Source: an optimization exercise on an open RTL-to-GDS flow (aim: a short achievable clock period and few clock cycles per item). Production flows keep margins and buffers that such runs may drop.
At most, simulation tests tie the RTL to the original design; equivalence was not proved.
For run 2, only the layout was checked, not whether the RTL still works.
Power is estimated from default activity; no workload was simulated.

`design.v`:
```
`default_nettype none
package cpu_pkg;
    typedef enum logic [2:0] {
        IDLE,
        FETCH,
        DECODE,
        EXECUTE,
        MEM_LOAD,
        MEM_STORE,
        WRITE_BACK
    } cpu_state_e;
    typedef enum logic [2:0] {
        OP_ADDSUB = 3'b000,    
        OP_SLTMUL = 3'b001,    
        OP_LOAD   = 3'b010,
        OP_STORE  = 3'b011,
        OP_BEQ    = 3'b100,
        OP_JUMP   = 3'b101
    } opcode_e;
    typedef struct packed {
        opcode_e                   op;
        logic [4-1:0] rs;
        logic [4-1:0] rt;
        logic [4-1:0] rd;
        logic                      func;
    } inst_t;
    typedef struct packed {
        logic signed [16-1:0] rs_data;
        logic signed [16-1:0] rt_data;
    } operands_t;
    typedef struct packed {
        logic                   arvalid;
        logic [32-1:0] araddr;
        logic                   rready;
    } axi_rd_m_t;
    typedef struct packed {
        logic                   arready;
        logic                   rvalid;
        logic [16-1:0] rdata;
    } axi_rd_s_t;
    typedef struct packed {
        logic                   awvalid;
        logic [32-1:0] awaddr;
        logic                   wvalid;
        logic [16-1:0] wdata;
        logic                   bready;
    } axi_wr_m_t;
    typedef struct packed {
        logic awready;
        logic wready;
        logic bvalid;
    } axi_wr_s_t;
endpackage
`default_nettype wire
`timescale 1ns/1ps
`default_nettype none
module cpu_control
(
    input  logic clk,
    input  logic rst_n,
    input  logic done_alu,        
    input  logic done_mem,        
    input  logic complete,        
    input  logic a_v,             
    input  logic p_v,             
    output logic hold,            
    output logic io_stall
);
    logic [7:0] c0;
    logic [5:0] c1, c2;
    logic [7:0] c0_n;
    logic [5:0] c1_n, c2_n;
    logic [1:0] nout;
    always_comb begin
        c0_n = c0;
        c1_n = c1;
        c2_n = c2;
        nout = {1'b0, a_v} + {1'b0, p_v};
        if (complete) begin
            c0_n = c0 + {2'b0, c1};
            c1_n = c2;
            c2_n = '0;
            nout = nout - 2'd1;
        end
        if (done_mem) begin
            if (nout == 2'd0) c1_n = 6'd1;
            else              c2_n = 6'd1;
        end
        if (done_alu) begin
            if (nout == 2'd0)      c0_n = c0_n + 8'd1;
            else if (nout == 2'd1) c1_n = c1_n + 6'd1;
            else                   c2_n = c2_n + 6'd1;
        end
        if (c0 != 8'd0) c0_n = c0_n - 8'd1;
    end
    always_ff @(posedge clk or negedge rst_n) begin
        if (!rst_n) begin
            c0       <= '0;
            c1       <= '0;
            c2       <= '0;
            hold     <= 1'b0;
            io_stall <= 1'b1;
        end else begin
            c0       <= c0_n;
            c1       <= c1_n;
            c2       <= c2_n;
            hold     <= (c0 > 8'd170) || (c1 > 6'd44) || (c2 > 6'd44);
            io_stall <= (c0 == 8'd0);
        end
    end
endmodule
`default_nettype wire
`timescale 1ns/1ps
`default_nettype none
module fetch_unit
#(
    parameter int IW   = 5,      
    parameter int DIST = 12      
)
(
    input  logic        clk,
    input  logic        rst_n,
    output logic        imem_arvalid,
    output logic [31:0] imem_araddr,
    output logic        imem_rready,
    input  logic        imem_arready,
    input  logic        imem_rvalid,
    input  logic [15:0] imem_rdata,
    input  logic        d_stall,        
    input  logic        redirect,       
    output logic        d_v,
    output logic [15:0] d_inst,
    output logic [11:0] d_pc,
    output logic        d_pt,           
    output logic [15:0] d_rs_oh,        
    output logic [15:0] d_rt_oh
);
    localparam int NE = 1 << IW;
    localparam int TW = 11 - IW;
    logic [NE-1:0]  c_val;
    logic [TW-1:0]  c_tag  [NE];
    logic [15:0]    c_inst [NE];
    logic [NE-1:0]  c_pt;
    logic [NE-1:0]  c_isj;
    logic [10:0]    c_tgt  [NE];        
    logic [11:0]    fpc;
    logic [11:0]    d_alt;              
    logic           x_hit;
    logic [15:0]    x_inst;
    logic           x_pt;
    logic [11:0]    x_pc, x_next, x_alt;
    logic           resp_v;
    logic [10:0]    resp_a;
    logic [15:0]    resp_d;
    logic           ar_v;
    logic [10:0]    ar_a;
    logic [10:0]    spc;
    logic [10:0]    f_a [4];
    logic [1:0]     f_rp, f_wp;
    logic [2:0]     f_cnt;
    logic [2:0]  r_op;
    logic        r_isj, r_pt;
    logic [10:0] r_tgt;
    assign r_op  = resp_d[15:13];
    assign r_isj = (r_op == 3'b101);
    assign r_pt  = r_isj || ((r_op == 3'b100) && (resp_d[4] || (resp_d[12:9] == resp_d[8:5])));
    assign r_tgt = r_isj ? resp_d[11:1]
                         : (resp_a + 11'd1 + {{6{resp_d[4]}}, resp_d[4:0]});
    logic [10:0]   fw;
    logic [IW-1:0] fidx;
    logic [TW-1:0] ftag;
    assign fw   = fpc[11:1];
    assign fidx = fw[IW-1:0];
    assign ftag = fw[10:IW];
    logic        c_hit, r_hit, hit;
    logic [15:0] l_inst;
    logic        l_pt, l_isj;
    logic [10:0] l_tgt;
    logic [11:0] l_next;
    assign c_hit = c_val[fidx] && (c_tag[fidx] == ftag);
    assign r_hit = resp_v && (resp_a == fw);
    assign hit   = c_hit || r_hit;
    always_comb begin
        if (r_hit) begin
            l_inst = resp_d;
            l_pt   = r_pt;
            l_isj  = r_isj;
            l_tgt  = r_tgt;
        end else begin
            l_inst = c_inst[fidx];
            l_pt   = c_pt[fidx];
            l_isj  = c_isj[fidx];
            l_tgt  = c_tgt[fidx];
        end
        if (l_pt) l_next = {l_tgt, l_isj ? l_inst[0] : fpc[0]};
        else      l_next = fpc + 12'd2;
    end
    logic [11:0] l_alt;
    assign l_alt = l_pt ? (fpc + 12'd2) : {l_tgt, fpc[0]};
    logic [10:0]   aw;
    logic [IW-1:0] aidx;
    logic          a_hit;
    logic [15:0]   a_inst;
    logic          a_pt, a_isj;
    logic [10:0]   a_tgt;
    logic [11:0]   a_next, a_alt;
    assign aw     = d_alt[11:1];
    assign aidx   = aw[IW-1:0];
    assign a_hit  = c_val[aidx] && (c_tag[aidx] == aw[10:IW]);
    assign a_inst = c_inst[aidx];
    assign a_pt   = c_pt[aidx];
    assign a_isj  = c_isj[aidx];
    assign a_tgt  = c_tgt[aidx];
    assign a_next = a_pt ? {a_tgt, a_isj ? a_inst[0] : d_alt[0]} : (d_alt + 12'd2);
    assign a_alt  = a_pt ? (d_alt + 12'd2) : {a_tgt, d_alt[0]};
    always_ff @(posedge clk) begin
        x_inst <= a_inst;
        x_pt   <= a_pt;
        x_pc   <= d_alt;
        x_next <= a_next;
        x_alt  <= a_alt;
    end
    always_ff @(posedge clk or negedge rst_n) begin
        if (!rst_n) x_hit <= 1'b0;
        else        x_hit <= a_hit;
    end
    always_ff @(posedge clk or negedge rst_n) begin
        if (!rst_n) begin
            fpc <= '0;
            d_v <= 1'b0;
        end else if (redirect) begin
            fpc <= x_hit ? x_next : x_pc;
            d_v <= x_hit;
        end else if (!d_stall) begin
            d_v <= hit;
            if (hit) fpc <= l_next;
        end
    end
    always_ff @(posedge clk) begin
        if (redirect) begin
            d_inst  <= x_inst;
            d_pc    <= x_pc;
            d_pt    <= x_pt;
            d_alt   <= x_alt;
            d_rs_oh <= 16'd1 << x_inst[12:9];
            d_rt_oh <= 16'd1 << x_inst[8:5];
        end else if (!d_stall) begin
            d_inst  <= l_inst;
            d_pc    <= fpc;
            d_pt    <= l_pt;
            d_alt   <= l_alt;
            d_rs_oh <= 16'd1 << l_inst[12:9];
            d_rt_oh <= 16'd1 << l_inst[8:5];
        end
    end
    logic [IW-1:0] ridx;
    assign ridx = resp_a[IW-1:0];
    always_ff @(posedge clk or negedge rst_n) begin
        if (!rst_n) begin
            c_val <= '0;
        end else if (resp_v) begin
            c_val[ridx] <= 1'b1;
        end
    end
    always_ff @(posedge clk) begin
        if (resp_v) begin
            c_tag[ridx]  <= resp_a[10:IW];
            c_inst[ridx] <= resp_d;
            c_pt[ridx]   <= r_pt;
            c_isj[ridx]  <= r_isj;
            c_tgt[ridx]  <= r_tgt;
        end
    end
    logic       ar_hs, r_hs;
    logic       infl, restart, ahead_ok, room, slot_free, issue;
    logic [10:0] s_dist;
    logic [3:0] f_live;
    assign ar_hs = ar_v && imem_arready;
    assign r_hs  = imem_rvalid && (f_cnt != 3'd0);
    always_comb begin
        for (int i = 0; i < 4; i++) begin
            f_live[i] = (2'(i - f_rp) < f_cnt[1:0]) || f_cnt[2];
        end
        infl = ar_v && (ar_a == fw);
        for (int i = 0; i < 4; i++) begin
            if (f_live[i] && (f_a[i] == fw)) infl = 1'b1;
        end
    end
    logic [10:0] fw_p1, spc_p1;
    assign fw_p1     = fw + 11'd1;
    assign spc_p1    = spc + 11'd1;
    assign s_dist    = spc - fw;
    assign restart   = !hit && !infl && (spc != fw);
    assign ahead_ok  = (s_dist < 11'(DIST));
    assign room      = ({1'b0, f_cnt} + {3'b0, ar_v}) <= 4'd3;
    assign slot_free = !ar_v || ar_hs;
    assign issue     = slot_free && room && (restart || ahead_ok);
    always_ff @(posedge clk or negedge rst_n) begin
        if (!rst_n) begin
            ar_v   <= 1'b0;
            spc    <= '0;
            f_rp   <= '0;
            f_wp   <= '0;
            f_cnt  <= '0;
            resp_v <= 1'b0;
        end else begin
            if (issue) begin
                ar_v <= 1'b1;
                spc  <= restart ? fw_p1 : spc_p1;
            end else begin
                if (ar_hs) ar_v <= 1'b0;
                if (restart) spc <= fw;
            end
            if (ar_hs) f_wp <= f_wp + 2'd1;
            if (r_hs)  f_rp <= f_rp + 2'd1;
            f_cnt  <= f_cnt + {2'b0, ar_hs} - {2'b0, r_hs};
            resp_v <= r_hs;
        end
    end
    always_ff @(posedge clk) begin
        if (issue) ar_a <= restart ? fw : spc;
        if (ar_hs) f_a[f_wp] <= ar_a;
        if (r_hs) begin
            resp_a <= f_a[f_rp];
            resp_d <= imem_rdata;
        end
    end
    assign imem_arvalid = ar_v;
    assign imem_araddr  = {20'h00001, ar_a, 1'b0};
    assign imem_rready  = 1'b1;
endmodule
`default_nettype wire
`timescale 1ns/1ps
`default_nettype none
module reg_file
(
    input  logic        clk,
    input  logic        rst_n,
    input  logic        we_e,
    input  logic [3:0]  wa_e,
    input  logic [15:0] wd_e,
    input  logic        we_m,
    input  logic [3:0]  wa_m,
    input  logic [15:0] wd_m,
    input  logic        we_l,
    input  logic [3:0]  wa_l,
    input  logic [15:0] wd_l,
    output logic [255:0] regs
);
    always_ff @(posedge clk or negedge rst_n) begin
        if (!rst_n) begin
            regs <= '0;
        end else begin
            for (int i = 0; i < 16; i++) begin
                if (we_e && wa_e == 4'(i))      regs[16*i +: 16] <= wd_e;
                else if (we_m && wa_m == 4'(i)) regs[16*i +: 16] <= wd_m;
                else if (we_l && wa_l == 4'(i)) regs[16*i +: 16] <= wd_l;
            end
        end
    end
endmodule
`default_nettype wire
`timescale 1ns/1ps
`default_nettype none
module execute_unit
(
    input  logic [15:0] a,
    input  logic [15:0] b,
    input  logic        sub,
    input  logic        slt,
    output logic [15:0] result,
    output logic        eq,
    output logic [15:0] mul_s,
    output logic [15:0] mul_c
);
    logic [15:0] sum;
    logic        less;
    assign sum    = sub ? (a - b) : (a + b);
    assign less   = $signed(a) < $signed(b);
    assign result = slt ? {15'b0, less} : sum;
    assign eq     = (a == b);
    logic [15:0] pp [16];
    always_comb begin
        for (int i = 0; i < 16; i++) pp[i] = (a << i) & {16{b[i]}};
    end
    logic [15:0] l1 [11];
    logic [15:0] l2 [8];
    logic [15:0] l3 [6];
    logic [15:0] l4 [4];
    logic [15:0] l5 [3];
    function automatic logic [15:0] csa_s(input logic [15:0] x, input logic [15:0] y, input logic [15:0] z);
        csa_s = x ^ y ^ z;
    endfunction
    function automatic logic [15:0] csa_c(input logic [15:0] x, input logic [15:0] y, input logic [15:0] z);
        csa_c = ((x & y) | (x & z) | (y & z)) << 1;
    endfunction
    always_comb begin
        for (int k = 0; k < 5; k++) begin
            l1[2*k]   = csa_s(pp[3*k], pp[3*k+1], pp[3*k+2]);
            l1[2*k+1] = csa_c(pp[3*k], pp[3*k+1], pp[3*k+2]);
        end
        l1[10] = pp[15];
        for (int k = 0; k < 3; k++) begin
            l2[2*k]   = csa_s(l1[3*k], l1[3*k+1], l1[3*k+2]);
            l2[2*k+1] = csa_c(l1[3*k], l1[3*k+1], l1[3*k+2]);
        end
        l2[6] = l1[9];
        l2[7] = l1[10];
        for (int k = 0; k < 2; k++) begin
            l3[2*k]   = csa_s(l2[3*k], l2[3*k+1], l2[3*k+2]);
            l3[2*k+1] = csa_c(l2[3*k], l2[3*k+1], l2[3*k+2]);
        end
        l3[4] = l2[6];
        l3[5] = l2[7];
        for (int k = 0; k < 2; k++) begin
            l4[2*k]   = csa_s(l3[3*k], l3[3*k+1], l3[3*k+2]);
            l4[2*k+1] = csa_c(l3[3*k], l3[3*k+1], l3[3*k+2]);
        end
        l5[0] = csa_s(l4[0], l4[1], l4[2]);
        l5[1] = csa_c(l4[0], l4[1], l4[2]);
        l5[2] = l4[3];
        mul_s = csa_s(l5[0], l5[1], l5[2]);
        mul_c = csa_c(l5[0], l5[1], l5[2]);
    end
endmodule
`default_nettype wire
`timescale 1ns/1ps
`default_nettype none
module mem_unit
(
    input  logic        clk,
    input  logic        rst_n,
    input  logic        req,            
    input  logic        req_st,
    input  logic [10:0] req_addr,       
    input  logic [15:0] req_data,
    input  logic [3:0]  req_rd,
    input  logic        kill,           
    input  logic [3:0]  kill_rd,        
    output logic        accept,
    output logic        complete,       
    output logic        a_v,            
    output logic        p_v,            
    output logic        ld_v,
    output logic        ld_kill,
    output logic [3:0]  ld_rd,
    output logic [15:0] ld_data,
    output logic        lw_v,
    output logic [3:0]  lw_rd,
    output logic        dmem_arvalid,
    output logic [31:0] dmem_araddr,
    output logic        dmem_rready,
    input  logic        dmem_arready,
    input  logic        dmem_rvalid,
    input  logic [15:0] dmem_rdata,
    output logic        dmem_awvalid,
    output logic [31:0] dmem_awaddr,
    output logic        dmem_wvalid,
    output logic [15:0] dmem_wdata,
    output logic        dmem_bready,
    input  logic        dmem_awready,
    input  logic        dmem_wready,
    input  logic        dmem_bvalid
);
    logic        a_st;
    logic        a_kill;
    logic [3:0]  a_rd;
    logic        ar_v, aw_v, w_v;
    logic [10:0] a_addr;
    logic [15:0] a_data;
    logic        p_st;
    logic        p_kill;
    logic [3:0]  p_rd;
    logic [10:0] p_addr;
    logic [15:0] p_data;
    logic complete_ld, complete_st, afree;
    assign accept      = !p_v;
    assign lw_v        = a_v && !a_st && !ar_v && !a_kill;
    assign lw_rd       = a_rd;
    assign complete_ld = a_v && !a_st && !ar_v && dmem_rvalid;
    assign complete_st = a_v && a_st && !aw_v && !w_v && dmem_bvalid;
    assign complete    = complete_ld || complete_st;
    assign afree       = !a_v || complete;
    logic        a_kill_n, p_kill_n;
    assign a_kill_n = a_kill || (kill && (a_rd == kill_rd));
    assign p_kill_n = p_kill || (kill && (p_rd == kill_rd));
    logic        n_load;       
    logic        n_kill;
    logic        n_st;
    logic [3:0]  n_rd;
    logic [10:0] n_addr;
    logic [15:0] n_data;
    assign n_load = afree && (p_v || req);
    assign n_st   = p_v ? p_st   : req_st;
    assign n_kill = p_v ? p_kill_n : 1'b0;
    assign n_rd   = p_v ? p_rd   : req_rd;
    assign n_addr = p_v ? p_addr : req_addr;
    assign n_data = p_v ? p_data : req_data;
    always_ff @(posedge clk or negedge rst_n) begin
        if (!rst_n) begin
            a_v  <= 1'b0;
            a_st <= 1'b0;
            ar_v <= 1'b0;
            aw_v <= 1'b0;
            w_v  <= 1'b0;
            p_v  <= 1'b0;
            ld_v <= 1'b0;
            a_kill  <= 1'b0;
            p_kill  <= 1'b0;
            ld_kill <= 1'b0;
        end else begin
            if (n_load) a_kill <= n_kill;
            else        a_kill <= a_kill_n;
            if (req && accept && !afree) p_kill <= 1'b0;
            else                         p_kill <= p_kill_n;
            ld_kill <= a_kill_n;
            if (n_load) begin
                a_v  <= 1'b1;
                a_st <= n_st;
                ar_v <= !n_st;
                aw_v <= n_st;
                w_v  <= n_st;
            end else begin
                if (complete) a_v <= 1'b0;
                if (dmem_arready) ar_v <= 1'b0;
                if (dmem_awready) aw_v <= 1'b0;
                if (dmem_wready)  w_v  <= 1'b0;
            end
            if (afree && p_v) p_v <= 1'b0;
            else if (req && accept && !afree) p_v <= 1'b1;
            ld_v <= complete_ld;
        end
    end
    always_ff @(posedge clk) begin
        if (n_load) begin
            a_rd   <= n_rd;
            a_addr <= n_addr;
            a_data <= n_data;
        end
        if (req && accept && !afree) begin
            p_st   <= req_st;
            p_rd   <= req_rd;
            p_addr <= req_addr;
            p_data <= req_data;
        end
        if (complete_ld) begin
            ld_rd   <= a_rd;
            ld_data <= dmem_rdata;
        end
    end
    assign dmem_arvalid = ar_v;
    assign dmem_araddr  = {20'h00001, a_addr, 1'b0};
    assign dmem_rready  = 1'b1;
    assign dmem_awvalid = aw_v;
    assign dmem_awaddr  = {20'h00001, a_addr, 1'b0};
    assign dmem_wvalid  = w_v;
    assign dmem_wdata   = a_data;
    assign dmem_bready  = 1'b1;
endmodule
`default_nettype wire
`timescale 1ns/1ps
`default_nettype none
module cpu_top
(
    input  logic                   clk,
    input  logic                   rst_n,
    output logic                   io_stall,
    output logic                   imem_arvalid,
    output logic [32-1:0] imem_araddr,
    output logic                   imem_rready,
    input  logic                   imem_arready,
    input  logic                   imem_rvalid,
    input  logic [16-1:0] imem_rdata,
    output logic                   dmem_arvalid,
    output logic [32-1:0] dmem_araddr,
    output logic                   dmem_rready,
    input  logic                   dmem_arready,
    input  logic                   dmem_rvalid,
    input  logic [16-1:0] dmem_rdata,
    output logic                   dmem_awvalid,
    output logic [32-1:0] dmem_awaddr,
    output logic                   dmem_wvalid,
    output logic [16-1:0] dmem_wdata,
    output logic                   dmem_bready,
    input  logic                   dmem_awready,
    input  logic                   dmem_wready,
    input  logic                   dmem_bvalid
);
    logic        d_v, d_pt, d_stall;
    logic [15:0] d_inst;
    logic [15:0] d_rs_oh, d_rt_oh;
    logic [11:0] d_pc;
    logic        redirect;
    logic [255:0] regs;
    logic        e_v;
    logic        e_walu, e_sub, e_slt, e_mul, e_beq, e_pt;
    logic [3:0]  e_rd;
    logic [15:0] e_a, e_b;
    logic        m_v;
    logic [3:0]  m_rd;
    logic [15:0] m_s, m_c;
    logic [15:0] mul_res;
    logic        mu_accept, mu_complete, mu_a_v, mu_p_v;
    logic        ld_v, ld_kill, ld_ok;
    logic [3:0]  ld_rd;
    logic [15:0] ld_data;
    logic [15:0] sb;            
    logic        lw_v;          
    logic [3:0]  lw_rd;
    logic        fw_rs, fw_rt;  
    logic        hold;
    fetch_unit u_fetch (
        .clk(clk), .rst_n(rst_n),
        .imem_arvalid(imem_arvalid), .imem_araddr(imem_araddr), .imem_rready(imem_rready),
        .imem_arready(imem_arready), .imem_rvalid(imem_rvalid), .imem_rdata(imem_rdata),
        .d_stall(d_stall), .redirect(redirect),
        .d_v(d_v), .d_inst(d_inst), .d_pc(d_pc), .d_pt(d_pt),
        .d_rs_oh(d_rs_oh), .d_rt_oh(d_rt_oh)
    );
    logic [2:0]  op;
    logic [3:0]  rs, rt, rd, dst;
    logic        func;
    logic        uses_rs, uses_rt, writes;
    logic        i_ld, i_st, i_mem;
    logic [15:0] pend;
    logic        hazard, d_ok, d_fire;
    assign op   = d_inst[15:13];
    assign rs   = d_inst[12:9];
    assign rt   = d_inst[8:5];
    assign rd   = d_inst[4:1];
    assign func = d_inst[0];
    assign i_ld    = (op == 3'b010);
    assign i_st    = (op == 3'b011);
    assign i_mem   = i_ld || i_st;
    assign uses_rs = !op[2] || (op == 3'b100);
    assign uses_rt = (op == 3'b000) || (op == 3'b001) || (op == 3'b011) || (op == 3'b100);
    assign writes  = (op == 3'b000) || (op == 3'b001) || i_ld;
    assign dst     = i_ld ? rt : rd;
    assign ld_ok = ld_v && !ld_kill;
    always_comb begin
        pend = sb;
        if (ld_ok) pend[ld_rd] = 1'b0;
    end
    logic [15:0] rf_rs, rf_rt;
    logic        pend_rs, pend_rt;
    always_comb begin
        rf_rs = '0;
        rf_rt = '0;
        for (int i = 0; i < 16; i++) begin
            rf_rs = rf_rs | (regs[16*i +: 16] & {16{d_rs_oh[i]}});
            rf_rt = rf_rt | (regs[16*i +: 16] & {16{d_rt_oh[i]}});
        end
    end
    assign pend_rs = |(pend & d_rs_oh);
    assign pend_rt = |(pend & d_rt_oh);
    logic mulhaz_rs, mulhaz_rt;
    assign mulhaz_rs = e_v && e_mul && (e_rd == rs);
    assign mulhaz_rt = e_v && e_mul && (e_rd == rt);
    assign fw_rs  = lw_v && (lw_rd == rs) && dmem_rvalid;
    assign fw_rt  = lw_v && (lw_rd == rt) && dmem_rvalid;
    logic slthaz;
    assign slthaz = i_mem && e_v && e_slt && (e_rd == rs);
    assign hazard = slthaz ||
                    (uses_rs && ((pend_rs && !fw_rs) || mulhaz_rs)) ||
                    (uses_rt && ((pend_rt && !fw_rt) || mulhaz_rt));
    assign d_ok    = !hazard && !hold && !(i_mem && !mu_accept);
    assign d_fire  = d_v && d_ok && !redirect;
    assign d_stall = d_v && !d_ok;
    logic [15:0] alu_res;
    logic [15:0] opa, opb;
    always_comb begin
        if (fw_rs)                        opa = dmem_rdata;
        else if (e_v && e_walu && e_rd == rs)  opa = alu_res;
        else if (m_v && m_rd == rs)       opa = mul_res;
        else if (ld_ok && ld_rd == rs)     opa = ld_data;
        else                              opa = rf_rs;
        if (fw_rt)                        opb = dmem_rdata;
        else if (e_v && e_walu && e_rd == rt)  opb = alu_res;
        else if (m_v && m_rd == rt)       opb = mul_res;
        else if (ld_ok && ld_rd == rt)     opb = ld_data;
        else                              opb = rf_rt;
    end
    logic [15:0] imm16;
    assign imm16 = {{11{d_inst[4]}}, d_inst[4:0]};
    logic [10:0] imm11, addr_in, addr_rf, addr_e, addr_m, daddr;
    logic [15:0] base_rf;
    assign imm11   = imm16[10:0];
    assign base_rf = (ld_ok && ld_rd == rs) ? ld_data : rf_rs;
    assign addr_in = dmem_rdata[10:0] + imm11;
    assign addr_rf = base_rf[10:0] + imm11;
    assign addr_e  = e_a[10:0] + (e_b[10:0] ^ {11{e_sub}}) + imm11 + {10'b0, e_sub};
    assign addr_m  = m_s[10:0] + m_c[10:0] + imm11;
    always_comb begin
        if (fw_rs)                            daddr = addr_in;
        else if (e_v && e_walu && e_rd == rs) daddr = addr_e;
        else if (m_v && m_rd == rs)           daddr = addr_m;
        else                                  daddr = addr_rf;
    end
    always_ff @(posedge clk or negedge rst_n) begin
        if (!rst_n) begin
            e_v <= 1'b0;
        end else begin
            e_v <= d_fire && !i_mem;
        end
    end
    always_ff @(posedge clk) begin
        begin
            e_walu <= (op == 3'b000) || ((op == 3'b001) && !func);
            e_sub  <= (op == 3'b000) && func;
            e_slt  <= (op == 3'b001) && !func;
            e_mul  <= (op == 3'b001) && func;
            e_beq  <= (op == 3'b100);
            e_pt   <= d_pt;
            e_rd   <= dst;
            e_a    <= opa;
            e_b    <= opb;
        end
    end
    logic        eq;
    logic [15:0] mul_s, mul_c;
    execute_unit u_execute (
        .a(e_a), .b(e_b), .sub(e_sub), .slt(e_slt),
        .result(alu_res), .eq(eq), .mul_s(mul_s), .mul_c(mul_c)
    );
    assign redirect    = e_v && e_beq && (eq != e_pt);
    always_ff @(posedge clk or negedge rst_n) begin
        if (!rst_n) begin
            m_v <= 1'b0;
        end else begin
            m_v <= e_v && e_mul;
        end
    end
    always_ff @(posedge clk) begin
        if (e_v && e_mul) begin
            m_rd <= e_rd;
            m_s  <= mul_s;
            m_c  <= mul_c;
        end
    end
    assign mul_res = m_s + m_c;
    reg_file u_reg_file (
        .clk(clk), .rst_n(rst_n),
        .we_e(e_v && e_walu), .wa_e(e_rd), .wd_e(alu_res),
        .we_m(m_v), .wa_m(m_rd), .wd_m(mul_res),
        .we_l(ld_ok), .wa_l(ld_rd), .wd_l(ld_data),
        .regs(regs)
    );
    always_ff @(posedge clk or negedge rst_n) begin
        if (!rst_n) begin
            sb <= '0;
        end else begin
            for (int i = 0; i < 16; i++) begin
                if (d_fire && writes && dst == 4'(i)) sb[i] <= i_ld;
                else if (ld_ok && ld_rd == 4'(i))     sb[i] <= 1'b0;
            end
        end
    end
    mem_unit u_mem (
        .clk(clk), .rst_n(rst_n),
        .req(d_fire && i_mem), .req_st(i_st), .req_addr(daddr),
        .req_data(opb), .req_rd(rt),
        .kill(d_fire && writes), .kill_rd(dst),
        .accept(mu_accept), .complete(mu_complete), .a_v(mu_a_v), .p_v(mu_p_v),
        .ld_v(ld_v), .ld_kill(ld_kill), .ld_rd(ld_rd), .ld_data(ld_data), .lw_v(lw_v), .lw_rd(lw_rd),
        .dmem_arvalid(dmem_arvalid), .dmem_araddr(dmem_araddr), .dmem_rready(dmem_rready),
        .dmem_arready(dmem_arready), .dmem_rvalid(dmem_rvalid), .dmem_rdata(dmem_rdata),
        .dmem_awvalid(dmem_awvalid), .dmem_awaddr(dmem_awaddr), .dmem_wvalid(dmem_wvalid),
        .dmem_wdata(dmem_wdata), .dmem_bready(dmem_bready),
        .dmem_awready(dmem_awready), .dmem_wready(dmem_wready), .dmem_bvalid(dmem_bvalid)
    );
    cpu_control u_control (
        .clk(clk), .rst_n(rst_n),
        .done_alu(d_fire && !i_mem), .done_mem(d_fire && i_mem),
        .complete(mu_complete), .a_v(mu_a_v), .p_v(mu_p_v),
        .hold(hold), .io_stall(io_stall)
    );
endmodule
`default_nettype wire
```
`run.sh`:
```
#!/bin/bash
# synth_recipe.tcl (not shown) runs the flow's synth.tcl, then flattens the netlist and writes it again
# the make line also repeats each setting of config.mk as NAME=value (left out here)
make -C /OpenROAD-flow-scripts/flow DESIGN_CONFIG=/design/flow/config.mk WORK_HOME=/design/flow/orfs CLKGATE_MAP_FILE= SYNTH_SCRIPT=/design/flow/synth_recipe.tcl finish
```
`config.mk`:
```
export PLATFORM = sky130hd
export DESIGN_NAME = cpu_top
export DESIGN_NICKNAME = cpu_top
export VERILOG_FILES = /design/flow/design.v
export SDC_FILE = /design/flow/constraint.sdc
export NUM_CORES = 4
export LEC_CHECK = 0
export CAP_MARGIN = 20
export CORE_MARGIN = 2
export CORE_UTILIZATION = 40
export SETUP_SLACK_MARGIN = 4.0
export SLEW_MARGIN = 20
```
`constraint.sdc`:
```
create_clock -name core_clock -period 7.0 [get_ports {clk}]
set_input_delay 1.4000 -clock core_clock [delete_from_list [all_inputs] [get_ports {clk}]]
set_output_delay 1.4000 -clock core_clock [all_outputs]
set_load 0.01 [all_outputs]
```
==> metrics.cfg, run 1 <==
[setup_path]
path_class = flop to flop
max_stage_delay_ns = 0.49
worstPathArrival_ns = 5.09
path_delay_family = simple AND/OR/NAND/NOR gates
r2r_slack_ns = 2.71
worstPathMaxFanout = 10
worstPathRequired_ns = 7.79
setup.worst_path.end_class = flop
worstReg2RegEnd = u_control.c0[6]$_DFF_PN0_
crit_path_start_kind = flop
path_cells = buf_4 -> or4_4 -> o21a_4 -> or3_1 -> a2bb2oi_2 -> nand4_1 -> o31a_1 -> nor3_4 -> buf_6 -> mux2i_4 -> ha_4 -> nand2_2 -> or3_4 -> o32ai_4 -> mux2_4 -> xor2_2
ff2ff_path_depth = 16
cpMaxStageDelayCell = or4_4
critPathBufInv = 2
rr_startpoint = u_mem.ld_rd[2]$_DFFE_PP_

[route]
vias = 76000
wire_per_inst_um = 32.54
drtIter0Drc = 11620
wl_mm = 381.0
detail_route.vias_per_cell = 6.491
drcViolationCount = 0
ant_nets = 0
drt_first_pass_iters = 10

[sta]
slew_violations = 0
finalCritPeriodShare_pct = 61.31
hold_viol_final = 0
setup_tns_ns = 0
fin_ws_ns = 2.708
slew_headroom_pct = 8.546
post-route-min-period_ns = 4.292
setup_violations = 0
tightestPinTransition_ns = 1.368
grt_setup_unrepaired = yes
max_freq_mhz = 233.0
skew_ns = 0.1040

[place]
place.gp.congestion = 0.9513
portBuffers = 94
dp_worst_setup_slack_ns = 1.459
dp_hpwl_mm = 216.0
dpl_cell_area_um2 = 104800
dpl.cell_count = 10740

[clock_tree]
cts_root_buf = clkbuf_16
numCtsBuffers = 200
htreeDepth = 4
cts_hold_buf = 0
clock_sinks = 1810
cts.clk_slew.worst_paths_ns = 0.07
cts_tree = yes
clk_latency_ns = 0.92
clk_path_buf_depth = 3

[floorplanning]
ios = 161
die_h_um = 502.1
initial_utilization_pct = 40.28
rows = 182
die_w_um = 502.1
die_area_um2 = 252100
coreArea_um2 = 246400

[power]
p_total_uw = 58370
ir_drop_mv = 0.3169
cellLeakagePower_uw = 0.04440
power_density_nw_per_um2 = 474.3

[logic_synthesis]
synth_area_leader_cell = edfxtp_1
yosysTopAreaCellShare_pct = 40.61
async_reset_ff_share_pct = 20.50
synth_most_common_cell = edfxtp_1
avgSynthCellArea_um2 = 12.83
yosysWarningCount = 12
netlist_area_um2 = 99240
ys_seq_area_share_pct = 51.92
synth_common_cells = 1342 x edfxtp_1, 754 x nand2_1, 689 x mux4_2
netlist_instances = 7732
synth.area.top_cells = edfxtp_1 41%, mux4_2 16%, dfrtp_1 9.3%
synth.distinct_cells = 95
ys_ff_latch = 1810
ys.flop_type = edfxtp_1
synth-edff-count = 1342

[run_status]
status = timing/DRC/antenna clean

[finish]
fin_cells = 11710
design_area_um2 = 123100
nets = 8533
drive_above_1_share_pct = 34.12
areaGrowthSynthToFinish_pct = 24.02

[hold_path]
hp-class = flop to flop
hold_path_depth = 0
hp-start = u_fetch.d_pt$_DFFE_PN_
hold_end = e_pt$_DFF_P_

[grt]
grt_pass1_wl_mm = 531.2
track_usage_pct = 29.17
grt_pass1_vias = 73390
grt_max_degree = 120
grt_antenna_before_repair = 8
grt-ovfl-total = 0

[job]
maxCapViolations = 0

routing by layer:
metal | vias up | GRT usage (%) | wire [um]
met5 | - | 0 | 91
met2 | 5293 | 45.26 | 173400
met3 | 1257 | 7.261 | 42570
met1 | 38860 | 38.01 | 140400
li1 | 30590 | - | -
met4 | 4 | 14.81 | 24450
how the worst max path moves through the flow:
stage,startpoint,to,slack [ns],cells after the start
finish,u_mem.ld_rd[2]$_DFFE_PP_,u_control.c0[6]$_DFF_PN0_,2.71,16
global route,e_a[9]$_DFF_P_,m_s[15]$_DFFE_PP_,2.56,14
CTS,e_b[11]$_DFF_P_,m_s[15]$_DFFE_PP_,2.70,16
detailed placement,dmem_rvalid,u_control.c0[6]$_DFF_PN0_,1.46,15
global placement,dmem_rvalid,u_control.c0[6]$_DFF_PN0_,1.43,15
floorplan,dmem_rvalid,u_control.c0[6]$_DFF_PN0_,2.37,13
power by group:
part	total, uW	switching, uW	internal (uW)
combinational	30800	16400	14400
clock	11300	4740	6520
sequential	16300	1950	14300
total	58400	23100	35200
layout by cell type (no fill, tap or decap), drive strengths merged, types with 173 or more instances in the layout:
master and count:
dfrtp 370, o211ai 189, nor2 396, inv 220, clkbuf 264, a21oi 227
mux4 689, nand2 756, edfxtp 1342, buf 792, nand3 342, o21ai 659
xnor2 173
state kept, by name, summed over array words and instances (netlist names), 16 cells and up, named ones only:
register / cells
e_a: 16
e_b: 16
m_s: 16
sb: 16
u_fetch.c_inst: 512
u_fetch.c_pt: 32
u_fetch.c_tag: 192
u_fetch.c_tgt: 352
u_fetch.c_val: 32
u_fetch.d_inst: 16
u_fetch.d_rs_oh: 16
u_fetch.d_rt_oh: 16
u_fetch.f_a: 44
u_fetch.resp_d: 16
u_fetch.x_inst: 16
u_mem.a_data: 16
u_mem.ld_data: 16
u_mem.p_data: 16
u_reg_file.regs: 256
repair_timing:
item | CTS | global route
setup buffers | 350 | 173
cloned | 49 | 16
pin swaps | 204 | 248
endpoints found under the setup margin | 1943 | 821
gates resized for setup | 907 | 660
logic make-up after synthesis:
kind of cell               share of synthesized area (%)
AOI/OAI and AO/OA                                  10.18
muxes                                              18.60
DFF                                                51.92
adders and majority gates                          4.294
xor gates and xnor gates                           2.523
buffers and inverters                              3.957
and+or+nand+nor                                    8.509
other                                           0.007568
area by class of cell:
cell class	instances	area, um^2
clock buffer	249	5373
multi-input combinational	5083	49210
tap	3312	4144
fill	20850	123300
sequential	1810	51650
timing repair inverter	2	18.77
antenna	6	15.01
clock inverter	129	1595
timing repair buffer	893	10040
inverter	225	1011
per-stage QoR:
step | hold slack, ns | util [%]
2_1_floorplan | 0.3233 | -
3_3_place_gp | 0.3314 | 42.48
3_5_place_dp | 0.3498 | 42.54
4_1_cts | 0.3569 | 48.25
5_1_grt | 0.3445 | 49.94
6_report | 0.3311 | 49.95
Testbench counts, summed over its fixed seeds: cycles 28,048, instructions 24,000.
==> run 2, diff against run 1 <==
--- a/design.v
+++ b/design.v
@@ -56,55 +56,55 @@
 `default_nettype none
 module cpu_control
 (
-    input  logic clk,
-    input  logic rst_n,
-    input  logic done_alu,        
-    input  logic done_mem,        
-    input  logic complete,        
-    input  logic a_v,             
-    input  logic p_v,             
-    output logic hold,            
-    output logic io_stall
+    input  logic       clk,
+    input  logic       rst_n,
+    input  logic       done_alu,        
+    input  logic       done_mem,        
+    input  logic       complete,        
+    input  logic       a_v,             
+    input  logic [1:0] nq,              
+    output logic       hold,            
+    output logic       io_stall
 );
-    logic [7:0] c0;
-    logic [5:0] c1, c2;
-    logic [7:0] c0_n;
-    logic [5:0] c1_n, c2_n;
+    localparam int N = 3;
+    logic [7:0] c0, c0_n;
+    logic [5:0] c   [1:N];
+    logic [5:0] c_n [1:N];
     logic [1:0] nout;
     always_comb begin
         c0_n = c0;
-        c1_n = c1;
-        c2_n = c2;
-        nout = {1'b0, a_v} + {1'b0, p_v};
+        for (int k = 1; k <= N; k++) c_n[k] = c[k];
+        nout = {1'b0, a_v} + nq;
         if (complete) begin
-            c0_n = c0 + {2'b0, c1};
-            c1_n = c2;
-            c2_n = '0;
+            c0_n = c0 + {2'b0, c[1]};
+            for (int k = 1; k < N; k++) c_n[k] = c[k+1];
+            c_n[N] = '0;
             nout = nout - 2'd1;
         end
         if (done_mem) begin
-            if (nout == 2'd0) c1_n = 6'd1;
-            else              c2_n = 6'd1;
+            for (int k = 1; k <= N; k++) if (nout == 2'(k-1)) c_n[k] = 6'd1;
         end
         if (done_alu) begin
-            if (nout == 2'd0)      c0_n = c0_n + 8'd1;
-            else if (nout == 2'd1) c1_n = c1_n + 6'd1;
-            else                   c2_n = c2_n + 6'd1;
+            if (nout == 2'd0) c0_n = c0_n + 8'd1;
+            for (int k = 1; k <= N; k++) if (nout == 2'(k)) c_n[k] = c_n[k] + 6'd1;
         end
         if (c0 != 8'd0) c0_n = c0_n - 8'd1;
     end
+    logic near_full;
+    always_comb begin
+        near_full = (c0 > 8'd170);
+        for (int k = 1; k <= N; k++) if (c[k] > 6'd44) near_full = 1'b1;
+    end
     always_ff @(posedge clk or negedge rst_n) begin
         if (!rst_n) begin
             c0       <= '0;
-            c1       <= '0;
-            c2       <= '0;
+            for (int k = 1; k <= N; k++) c[k] <= '0;
             hold     <= 1'b0;
             io_stall <= 1'b1;
         end else begin
             c0       <= c0_n;
-            c1       <= c1_n;
-            c2       <= c2_n;
-            hold     <= (c0 > 8'd170) || (c1 > 6'd44) || (c2 > 6'd44);
+            for (int k = 1; k <= N; k++) c[k] <= c_n[k];
+            hold     <= near_full;
             io_stall <= (c0 == 8'd0);
         end
     end
@@ -115,7 +115,7 @@
 module fetch_unit
 #(
     parameter int IW   = 5,      
-    parameter int DIST = 12      
+    parameter int DIST = 16      
 )
 (
     input  logic        clk,
@@ -370,8 +370,7 @@
     input  logic        slt,
     output logic [15:0] result,
     output logic        eq,
-    output logic [15:0] mul_s,
-    output logic [15:0] mul_c
+    output logic [63:0] mul_r
 );
     logic [15:0] sum;
     logic        less;
@@ -387,7 +386,6 @@
     logic [15:0] l2 [8];
     logic [15:0] l3 [6];
     logic [15:0] l4 [4];
-    logic [15:0] l5 [3];
     function automatic logic [15:0] csa_s(input logic [15:0] x, input logic [15:0] y, input logic [15:0] z);
         csa_s = x ^ y ^ z;
     endfunction
@@ -416,11 +414,7 @@
             l4[2*k]   = csa_s(l3[3*k], l3[3*k+1], l3[3*k+2]);
             l4[2*k+1] = csa_c(l3[3*k], l3[3*k+1], l3[3*k+2]);
         end
-        l5[0] = csa_s(l4[0], l4[1], l4[2]);
-        l5[1] = csa_c(l4[0], l4[1], l4[2]);
-        l5[2] = l4[3];
-        mul_s = csa_s(l5[0], l5[1], l5[2]);
-        mul_c = csa_c(l5[0], l5[1], l5[2]);
+        mul_r = {l4[3], l4[2], l4[1], l4[0]};
     end
 endmodule
 `default_nettype wire
@@ -440,11 +434,7 @@
     output logic        accept,
     output logic        complete,       
     output logic        a_v,            
-    output logic        p_v,            
-    output logic        ld_v,
-    output logic        ld_kill,
-    output logic [3:0]  ld_rd,
-    output logic [15:0] ld_data,
+    output logic [1:0]  nq,             
     output logic        lw_v,
     output logic [3:0]  lw_rd,
     output logic        dmem_arvalid,
@@ -468,52 +458,90 @@
     logic        ar_v, aw_v, w_v;
     logic [10:0] a_addr;
     logic [15:0] a_data;
-    logic        p_st;
-    logic        p_kill;
-    logic [3:0]  p_rd;
-    logic [10:0] p_addr;
-    logic [15:0] p_data;
+    localparam int Q = 2;
+    logic [Q-1:0] q_v, q_st, q_kill;
+    logic [3:0]   q_rd   [Q];
+    logic [10:0]  q_addr [Q];
+    logic [15:0]  q_data [Q];
     logic complete_ld, complete_st, afree;
-    assign accept      = !p_v;
+    assign accept      = !q_v[Q-1];
     assign lw_v        = a_v && !a_st && !ar_v && !a_kill;
     assign lw_rd       = a_rd;
     assign complete_ld = a_v && !a_st && !ar_v && dmem_rvalid;
     assign complete_st = a_v && a_st && !aw_v && !w_v && dmem_bvalid;
     assign complete    = complete_ld || complete_st;
     assign afree       = !a_v || complete;
-    logic        a_kill_n, p_kill_n;
+    always_comb begin
+        nq = '0;
+        for (int i = 0; i < Q; i++) nq = nq + {1'b0, q_v[i]};
+    end
+    logic         a_kill_n;
+    logic [Q-1:0] q_kill_n;
     assign a_kill_n = a_kill || (kill && (a_rd == kill_rd));
-    assign p_kill_n = p_kill || (kill && (p_rd == kill_rd));
+    always_comb begin
+        for (int i = 0; i < Q; i++) q_kill_n[i] = q_kill[i] || (kill && (q_rd[i] == kill_rd));
+    end
     logic        n_load;       
     logic        n_kill;
     logic        n_st;
     logic [3:0]  n_rd;
     logic [10:0] n_addr;
     logic [15:0] n_data;
-    assign n_load = afree && (p_v || req);
-    assign n_st   = p_v ? p_st   : req_st;
-    assign n_kill = p_v ? p_kill_n : 1'b0;
-    assign n_rd   = p_v ? p_rd   : req_rd;
-    assign n_addr = p_v ? p_addr : req_addr;
-    assign n_data = p_v ? p_data : req_data;
+    assign n_load = afree && (q_v[0] || req);
+    assign n_st   = q_v[0] ? q_st[0]     : req_st;
+    assign n_kill = q_v[0] ? q_kill_n[0] : 1'b0;
+    assign n_rd   = q_v[0] ? q_rd[0]     : req_rd;
+    assign n_addr = q_v[0] ? q_addr[0]   : req_addr;
+    assign n_data = q_v[0] ? q_data[0]   : req_data;
+    logic         shift, enq;
+    logic [Q-1:0] s_v, s_st, s_kill, s_new;
+    logic [3:0]   s_rd   [Q];
+    logic [10:0]  s_addr [Q];
+    logic [15:0]  s_data [Q];
+    assign shift = afree && q_v[0];
+    assign enq   = req && accept && !(afree && !q_v[0]);
+    always_comb begin
+        for (int i = 0; i < Q; i++) begin
+            if (shift && i + 1 < Q) begin
+                s_v[i]    = q_v[i+1];
+                s_st[i]   = q_st[i+1];
+                s_kill[i] = q_kill_n[i+1];
+                s_rd[i]   = q_rd[i+1];
+                s_addr[i] = q_addr[i+1];
+                s_data[i] = q_data[i+1];
+            end else if (shift) begin
+                s_v[i]    = 1'b0;
+                s_st[i]   = q_st[i];
+                s_kill[i] = q_kill_n[i];
+                s_rd[i]   = q_rd[i];
+                s_addr[i] = q_addr[i];
+                s_data[i] = q_data[i];
+            end else begin
+                s_v[i]    = q_v[i];
+                s_st[i]   = q_st[i];
+                s_kill[i] = q_kill_n[i];
+                s_rd[i]   = q_rd[i];
+                s_addr[i] = q_addr[i];
+                s_data[i] = q_data[i];
+            end
+        end
+        for (int i = 0; i < Q; i++) begin
+            s_new[i] = enq && !s_v[i] && ((i == 0) || s_v[(i == 0) ? 0 : i-1]);
+        end
+    end
     always_ff @(posedge clk or negedge rst_n) begin
         if (!rst_n) begin
-            a_v  <= 1'b0;
-            a_st <= 1'b0;
-            ar_v <= 1'b0;
-            aw_v <= 1'b0;
-            w_v  <= 1'b0;
-            p_v  <= 1'b0;
-            ld_v <= 1'b0;
-            a_kill  <= 1'b0;
-            p_kill  <= 1'b0;
-            ld_kill <= 1'b0;
+            a_v    <= 1'b0;
+            a_st   <= 1'b0;
+            ar_v   <= 1'b0;
+            aw_v   <= 1'b0;
+            w_v    <= 1'b0;
+            a_kill <= 1'b0;
+            q_v    <= '0;
+            q_kill <= '0;
         end else begin
             if (n_load) a_kill <= n_kill;
             else        a_kill <= a_kill_n;
-            if (req && accept && !afree) p_kill <= 1'b0;
-            else                         p_kill <= p_kill_n;
-            ld_kill <= a_kill_n;
             if (n_load) begin
                 a_v  <= 1'b1;
                 a_st <= n_st;
@@ -526,9 +554,10 @@
                 if (dmem_awready) aw_v <= 1'b0;
                 if (dmem_wready)  w_v  <= 1'b0;
             end
-            if (afree && p_v) p_v <= 1'b0;
-            else if (req && accept && !afree) p_v <= 1'b1;
-            ld_v <= complete_ld;
+            for (int i = 0; i < Q; i++) begin
+                q_v[i]    <= s_v[i] || s_new[i];
+                q_kill[i] <= s_new[i] ? 1'b0 : s_kill[i];
+            end
         end
     end
     always_ff @(posedge clk) begin
@@ -537,15 +566,18 @@
             a_addr <= n_addr;
             a_data <= n_data;
         end
-        if (req && accept && !afree) begin
-            p_st   <= req_st;
-            p_rd   <= req_rd;
-            p_addr <= req_addr;
-            p_data <= req_data;
-        end
-        if (complete_ld) begin
-            ld_rd   <= a_rd;
-            ld_data <= dmem_rdata;
+        for (int i = 0; i < Q; i++) begin
+            if (s_new[i]) begin
+                q_st[i]   <= req_st;
+                q_rd[i]   <= req_rd;
+                q_addr[i] <= req_addr;
+                q_data[i] <= req_data;
+            end else if (shift) begin
+                q_st[i]   <= s_st[i];
+                q_rd[i]   <= s_rd[i];
+                q_addr[i] <= s_addr[i];
+                q_data[i] <= s_data[i];
+            end
         end
     end
     assign dmem_arvalid = ar_v;
@@ -598,12 +630,11 @@
     logic [15:0] e_a, e_b;
     logic        m_v;
     logic [3:0]  m_rd;
-    logic [15:0] m_s, m_c;
+    logic [15:0] m_r [4];
     logic [15:0] mul_res;
-    logic        mu_accept, mu_complete, mu_a_v, mu_p_v;
-    logic        ld_v, ld_kill, ld_ok;
-    logic [3:0]  ld_rd;
-    logic [15:0] ld_data;
+    logic        mu_accept, mu_complete, mu_a_v;
+    logic [1:0]  mu_nq;
+    logic        ld_ok;         
     logic [15:0] sb;            
     logic        lw_v;          
     logic [3:0]  lw_rd;
@@ -636,11 +667,8 @@
     assign uses_rt = (op == 3'b000) || (op == 3'b001) || (op == 3'b011) || (op == 3'b100);
     assign writes  = (op == 3'b000) || (op == 3'b001) || i_ld;
     assign dst     = i_ld ? rt : rd;
-    assign ld_ok = ld_v && !ld_kill;
-    always_comb begin
-        pend = sb;
-        if (ld_ok) pend[ld_rd] = 1'b0;
-    end
+    assign ld_ok = lw_v && dmem_rvalid;
+    assign pend  = sb;
     logic [15:0] rf_rs, rf_rt;
     logic        pend_rs, pend_rt;
     always_comb begin
@@ -659,7 +687,7 @@
     assign fw_rs  = lw_v && (lw_rd == rs) && dmem_rvalid;
     assign fw_rt  = lw_v && (lw_rd == rt) && dmem_rvalid;
     logic slthaz;
-    assign slthaz = i_mem && e_v && e_slt && (e_rd == rs);
+    assign slthaz = i_mem && ((e_v && e_slt && (e_rd == rs)) || (m_v && (m_rd == rs)));
     assign hazard = slthaz ||
                     (uses_rs && ((pend_rs && !fw_rs) || mulhaz_rs)) ||
                     (uses_rt && ((pend_rt && !fw_rt) || mulhaz_rt));
@@ -672,28 +700,40 @@
         if (fw_rs)                        opa = dmem_rdata;
         else if (e_v && e_walu && e_rd == rs)  opa = alu_res;
         else if (m_v && m_rd == rs)       opa = mul_res;
-        else if (ld_ok && ld_rd == rs)     opa = ld_data;
         else                              opa = rf_rs;
         if (fw_rt)                        opb = dmem_rdata;
         else if (e_v && e_walu && e_rd == rt)  opb = alu_res;
         else if (m_v && m_rd == rt)       opb = mul_res;
-        else if (ld_ok && ld_rd == rt)     opb = ld_data;
         else                              opb = rf_rt;
     end
     logic [15:0] imm16;
     assign imm16 = {{11{d_inst[4]}}, d_inst[4:0]};
-    logic [10:0] imm11, addr_in, addr_rf, addr_e, addr_m, daddr;
+    logic [10:0] imm11, addr_in, addr_rf, addr_e, daddr;
     logic [15:0] base_rf;
     assign imm11   = imm16[10:0];
-    assign base_rf = (ld_ok && ld_rd == rs) ? ld_data : rf_rs;
-    assign addr_in = dmem_rdata[10:0] + imm11;
-    assign addr_rf = base_rf[10:0] + imm11;
-    assign addr_e  = e_a[10:0] + (e_b[10:0] ^ {11{e_sub}}) + imm11 + {10'b0, e_sub};
-    assign addr_m  = m_s[10:0] + m_c[10:0] + imm11;
+    assign base_rf = rf_rs;
+    function automatic logic [10:0] addr_add(input logic [10:0] base, input logic [4:0] imm);
+        logic [5:0] lo;
+        logic [5:0] hi, hi_p, hi_m;
+        lo   = {1'b0, base[4:0]} + {1'b0, imm};
+        hi   = base[10:5];
+        hi_p = base[10:5] + 6'd1;
+        hi_m = base[10:5] - 6'd1;
+        if (imm[4]) addr_add = {lo[5] ? hi   : hi_m, lo[4:0]};
+        else        addr_add = {lo[5] ? hi_p : hi,   lo[4:0]};
+    endfunction
+    logic [10:0] ea_x, ea_y, ea_z, ea_s, ea_c;
+    assign ea_x   = e_a[10:0];
+    assign ea_y   = e_b[10:0] ^ {11{e_sub}};
+    assign ea_z   = imm11;
+    assign ea_s   = ea_x ^ ea_y ^ ea_z;
+    assign ea_c   = {((ea_x[9:0] & ea_y[9:0]) | (ea_x[9:0] & ea_z[9:0]) | (ea_y[9:0] & ea_z[9:0])), e_sub};
+    assign addr_in = addr_add(dmem_rdata[10:0], d_inst[4:0]);
+    assign addr_rf = addr_add(base_rf[10:0], d_inst[4:0]);
+    assign addr_e  = ea_s + ea_c;
     always_comb begin
         if (fw_rs)                            daddr = addr_in;
         else if (e_v && e_walu && e_rd == rs) daddr = addr_e;
-        else if (m_v && m_rd == rs)           daddr = addr_m;
         else                                  daddr = addr_rf;
     end
     always_ff @(posedge clk or negedge rst_n) begin
@@ -717,10 +757,10 @@
         end
     end
     logic        eq;
-    logic [15:0] mul_s, mul_c;
+    logic [63:0] mul_r;
     execute_unit u_execute (
         .a(e_a), .b(e_b), .sub(e_sub), .slt(e_slt),
-        .result(alu_res), .eq(eq), .mul_s(mul_s), .mul_c(mul_c)
+        .result(alu_res), .eq(eq), .mul_r(mul_r)
     );
     assign redirect    = e_v && e_beq && (eq != e_pt);
     always_ff @(posedge clk or negedge rst_n) begin
@@ -733,16 +773,20 @@
     always_ff @(posedge clk) begin
         if (e_v && e_mul) begin
             m_rd <= e_rd;
-            m_s  <= mul_s;
-            m_c  <= mul_c;
+            for (int k = 0; k < 4; k++) m_r[k] <= mul_r[16*k +: 16];
         end
     end
-    assign mul_res = m_s + m_c;
+    logic [15:0] m_s0, m_c0, m_s1, m_c1;
+    assign m_s0    = m_r[0] ^ m_r[1] ^ m_r[2];
+    assign m_c0    = ((m_r[0] & m_r[1]) | (m_r[0] & m_r[2]) | (m_r[1] & m_r[2])) << 1;
+    assign m_s1    = m_s0 ^ m_c0 ^ m_r[3];
+    assign m_c1    = ((m_s0 & m_c0) | (m_s0 & m_r[3]) | (m_c0 & m_r[3])) << 1;
+    assign mul_res = m_s1 + m_c1;
     reg_file u_reg_file (
         .clk(clk), .rst_n(rst_n),
         .we_e(e_v && e_walu), .wa_e(e_rd), .wd_e(alu_res),
         .we_m(m_v), .wa_m(m_rd), .wd_m(mul_res),
-        .we_l(ld_ok), .wa_l(ld_rd), .wd_l(ld_data),
+        .we_l(ld_ok), .wa_l(lw_rd), .wd_l(dmem_rdata),
         .regs(regs)
     );
     always_ff @(posedge clk or negedge rst_n) begin
@@ -751,7 +795,7 @@
         end else begin
             for (int i = 0; i < 16; i++) begin
                 if (d_fire && writes && dst == 4'(i)) sb[i] <= i_ld;
-                else if (ld_ok && ld_rd == 4'(i))     sb[i] <= 1'b0;
+                else if (ld_ok && lw_rd == 4'(i))     sb[i] <= 1'b0;
             end
         end
     end
@@ -760,8 +804,8 @@
         .req(d_fire && i_mem), .req_st(i_st), .req_addr(daddr),
         .req_data(opb), .req_rd(rt),
         .kill(d_fire && writes), .kill_rd(dst),
-        .accept(mu_accept), .complete(mu_complete), .a_v(mu_a_v), .p_v(mu_p_v),
-        .ld_v(ld_v), .ld_kill(ld_kill), .ld_rd(ld_rd), .ld_data(ld_data), .lw_v(lw_v), .lw_rd(lw_rd),
+        .accept(mu_accept), .complete(mu_complete), .a_v(mu_a_v), .nq(mu_nq),
+        .lw_v(lw_v), .lw_rd(lw_rd),
         .dmem_arvalid(dmem_arvalid), .dmem_araddr(dmem_araddr), .dmem_rready(dmem_rready),
         .dmem_arready(dmem_arready), .dmem_rvalid(dmem_rvalid), .dmem_rdata(dmem_rdata),
         .dmem_awvalid(dmem_awvalid), .dmem_awaddr(dmem_awaddr), .dmem_wvalid(dmem_wvalid),
@@ -771,7 +815,7 @@
     cpu_control u_control (
         .clk(clk), .rst_n(rst_n),
         .done_alu(d_fire && !i_mem), .done_mem(d_fire && i_mem),
-        .complete(mu_complete), .a_v(mu_a_v), .p_v(mu_p_v),
+        .complete(mu_complete), .a_v(mu_a_v), .nq(mu_nq),
         .hold(hold), .io_stall(io_stall)
     );
 endmodule
--- a/config.mk
+++ b/config.mk
@@ -8,5 +8,5 @@
 export CAP_MARGIN = 20
 export CORE_MARGIN = 2
 export CORE_UTILIZATION = 40
-export SETUP_SLACK_MARGIN = 4.0
+export SETUP_SLACK_MARGIN = 3.0
 export SLEW_MARGIN = 20
==> run 2 against run 1 <==
Compared with the run above:
- critical path depth fell by 3
- hold slack better by 0.049 ns
- total power decreased by 30%
- core utilization fell by 4.4 points
- setup slack better by 0.37 ns
- register-to-register slack improved by 0.37 ns
- sequential share of layout area rose by 4.8 points
- design area fell by 9.0%
- clock power down 5%
- fmax up 9.4%
- largest cell class unchanged
==> metrics.cfg, run 2 <==
[run_status]
status = timing/DRC/antenna clean  ; unchanged

[sta]
post-route-min-period_ns = 3.924  ; was 4.292 ns
setup_violations = 0  ; unchanged
grt_setup_unrepaired = yes  ; unchanged
skew_ns = 0.07765  ; was 0.1040 ns
setup_tns_ns = 0  ; unchanged
hold_viol_final = 0  ; unchanged
max_freq_mhz = 254.9  ; was 233.0 MHz
fin_ws_ns = 3.076  ; was 2.708 ns
finalCritPeriodShare_pct = 56.05  ; was 61.31%
slew_violations = 0  ; unchanged
slew_headroom_pct = 20.93  ; was 8.546%
hold_ws_ns = 0.3796  ; was 0.3311 ns
tightestPinTransition_ns = 1.182  ; was 1.368 ns

[clock_tree]
cts.clk_slew.worst_paths_ns = 0.06  ; was 0.07 ns
htreeDepth = 4  ; unchanged
clk_path_buf_depth = 3  ; unchanged
numCtsBuffers = 195  ; was 200
clock_sinks = 1837  ; was 1810
clk_latency_ns = 0.88  ; was 0.92 ns
cts_hold_buf = 0  ; unchanged
cts_root_buf = clkbuf_16  ; unchanged
cts_tree = yes  ; unchanged

[grt]
grt_antenna_before_repair = 11  ; was 8
grt_pass1_wl_mm = 476.5  ; was 531.2 mm
grt-ovfl-total = 0  ; unchanged
grt_max_degree = 158  ; was 120
track_usage_pct = 25.89  ; was 29.17%
grt_pass1_vias = 67860  ; was 73390

[logic_synthesis]
synth_most_common_cell = edfxtp_1  ; unchanged
async_reset_ff_share_pct = 20.52  ; was 20.50%
avgSynthCellArea_um2 = 13.25  ; was 12.83 um^2
netlist_area_um2 = 98980  ; was 99240 um^2
netlist_instances = 7468  ; was 7732
synth_common_cells = 1363 x edfxtp_1, 663 x mux4_2, 591 x nand2_1  ; was 1342 x edfxtp_1, 754 x nand2_1, 689 x mux4_2
yosysWarningCount = 23  ; was 12
ys_ff_latch = 1837  ; was 1810
synth_area_leader_cell = edfxtp_1  ; unchanged
ys.flop_type = edfxtp_1  ; unchanged
synth-edff-count = 1363  ; was 1342
ys_seq_area_share_pct = 52.84  ; was 51.92%
synth.distinct_cells = 91  ; was 95
synth.area.top_cells = edfxtp_1 41%, mux4_2 15%, dfrtp_1 9.5%  ; was edfxtp_1 41%, mux4_2 16%, dfrtp_1 9.3%
yosysTopAreaCellShare_pct = 41.35  ; was 40.61%

[place]
portBuffers = 94  ; unchanged
place.gp.congestion = 0.9360  ; was 0.9513
dpl_cell_area_um2 = 103800  ; was 104800 um^2
dp_hpwl_mm = 198.3  ; was 216.0 mm
dp_worst_setup_slack_ns = 1.538  ; was 1.459 ns

[power]
cellLeakagePower_uw = 0.03951  ; was 0.04440 uW
power_density_nw_per_um2 = 362.5  ; was 474.3 nW/um^2
ir_drop_mv = 0.3028  ; was 0.3169 mV

[finish]
drive_above_1_share_pct = 20.67  ; was 34.12%
nets = 7771  ; was 8533
areaGrowthSynthToFinish_pct = 13.11  ; was 24.02%
largest_register_ff_count = 512  ; unchanged
fin_util_pct = 45.53  ; was 49.95%
design_area_um2 = 112000  ; was 123100 um^2
fill_cells = 21690  ; was 20850
layout_commonest_cell = edfxtp_1  ; unchanged
top_register = u_fetch.c_inst  ; unchanged
final_cell_mix = 1363 x edfxtp_1, 663 x mux4_2, 587 x nand2_1, 467 x nor2_1, 453 x o21ai_0  ; was 1342 x edfxtp_1, 689 x mux4_2, 657 x nand2_1, 459 x buf_4, 387 x o21ai_0
top_regs = u_fetch.c_inst (512), u_fetch.c_tgt (352), u_reg_file.regs (256)  ; unchanged

[hold_path]
hp-start = u_fetch.d_pt$_DFFE_PN_  ; unchanged
hp-class = flop to flop  ; unchanged

[floorplanning]
die_h_um = 501.5  ; was 502.1 um
die_area_um2 = 251500  ; was 252100 um^2
rows = 182  ; unchanged
coreArea_um2 = 245900  ; was 246400 um^2
ios = 161  ; unchanged
die_w_um = 501.5  ; was 502.1 um
initial_utilization_pct = 40.25  ; was 40.28%

[route]
met1_length_mm = 126.0  ; was 140.4 mm
drtIter0Drc = 9265  ; was 11620
met2_length_mm = 156.2  ; was 173.4 mm
wl_met3_mm = 32.22  ; was 42.57 mm
ant_nets = 0  ; unchanged
top_layer = met5  ; unchanged
drt_first_pass_iters = 10  ; unchanged
drcViolationCount = 0  ; unchanged
detail_route.vias_per_cell = 6.292  ; was 6.491
wl_mm = 331.2  ; was 381.0 mm
wire_per_inst_um = 30.45  ; was 32.54 um
vias = 68440  ; was 76000

[setup_path]
setup.worst_path.end_class = flop  ; unchanged
cp-startpoint = u_fetch.d_rs_oh[14]$_SDFFCE_PN0N_  ; was u_mem.ld_rd[2]$_DFFE_PP_
crit_path_start_kind = flop  ; unchanged
path_class = flop to flop  ; unchanged
rr_startpoint = u_fetch.d_rs_oh[14]$_SDFFCE_PN0N_  ; was u_mem.ld_rd[2]$_DFFE_PP_
worstPathMaxFanout = 17  ; was 10
worstPathArrival_ns = 4.48  ; was 5.09 ns
worstPathRequired_ns = 7.56  ; was 7.79 ns

[job]
maxCapViolations = 0  ; unchanged

run 2: where the power goes:
part	internal, uW	switching (uW)	total [uW]
clock	6010	4660	10700
combinational	5790	8720	14500
sequential	14000	1400	15400
total	25800	14800	40600
run 2: repair_timing:
action                                  CTS  global route
pin swaps                                13            23
cloned                                    3             4
endpoints found under the setup margin  425           140
gates resized for setup                 105            83
buffers inserted                         32            23
run 2: path summary, 6_finish.rpt:
check | end | slack [ns] | cells past startpoint
setup / recovery | u_mem.q_addr[0][8]$_DFFE_PP_ | 3.08 | 13
hold / removal | e_pt$_DFF_P_ | 0.38 | 0
setup reg to reg | u_mem.q_addr[0][8]$_DFFE_PP_ | 3.08 | 13
hold reg to reg | e_pt$_DFF_P_ | 0.38 | 0
max in group asynchronous | u_mem.aw_v$_DFFE_PN0P_ | 4.89 | 2
min in group asynchronous | u_reg_file.regs[4]$_DFFE_PN0P_ | 0.63 | 1
run 2: final cells by class:
class | count | area [um^2] | share of cell area [%]
Clock buffer | 260 | 5374 | 4.800
Inverter | 223 | 883.3 | 0.7889
Clock inverter | 108 | 1216 | 1.086
Sequential cell | 1837 | 52370 | 46.77
Timing Repair Buffer | 394 | 3827 | 3.418
Tap cell | 3220 | 4029 | 3.598
Antenna cell | 4 | 10.01 | 0.008940
Multi-Input combinational cell | 4831 | 44250 | 39.52
run 2: per-stage QoR:
stage | cells | power (uW)
2_1_floorplan | 7532 | 24360
3_3_place_gp | 10440 | 29090
3_5_place_dp | 10440 | 29330
4_1_cts | 10840 | 40210
5_1_grt | 10870 | 42150
6_report | 10880 | 40590
run 2: critical path: stages (launching register included):
cell and delay (ns):
edfxtp_1 0.38, buf_4 0.29, a22o_1 0.28, a221oi_1 0.20, and3_1 0.19, nand4_1 0.35
ha_1 0.55, a21o_1 0.22, nand3_1 0.18, mux2i_2 0.24, xnor2_1 0.12, a21oi_1 0.19
a21oi_2 0.12, mux2_2 0.29
run 2: cells by family after synthesis:
group	share of synthesized area, %
and+or+nand+nor	7.381
adders and majority gates	3.916
buffers and inverters	3.817
other	0.007587
DFF	52.84
muxes	20.72
xor gates and xnor gates	2.513
AOI/OAI and AO/OA	8.804
run 2: routing by layer:
metal	global-route usage, %	up-vias
met4	11.21	2
met2	41.85	4087
met1	33.88	34950
met5	0.05788	-
met3	5.215	941
li1	-	28460

[port drivers added, routing unchanged]
No port has a modelled driver above. Below, the same layouts with a new extraction and two added sets of constraints. Step 1, drivers: a clkbuf_16 drives clk and a buf_2 each remaining input, both assumed. Step 2 also shifts input and output timing later by t, the mid clock arrival at the registers, as if the neighbouring blocks saw the same clock. Slacks: ideal ports / drivers / drivers and shift; pairs: ideal ports / drivers.
run	t (ns)	setup WS [ns]	clock arrival spread, ns	pins driven straight from the clock port
run 1	0.948	2.708 / 2.708 / 2.034	0.106 / 0.106	1
run 2	0.940	3.076 / 3.076 / 2.191	0.091 / 0.091	1
After both steps setup and hold are still met in every run listed. For run 2, which loses most, drivers alone change the setup slack by 0.000 ns; drivers and shift together by -0.885 ns.
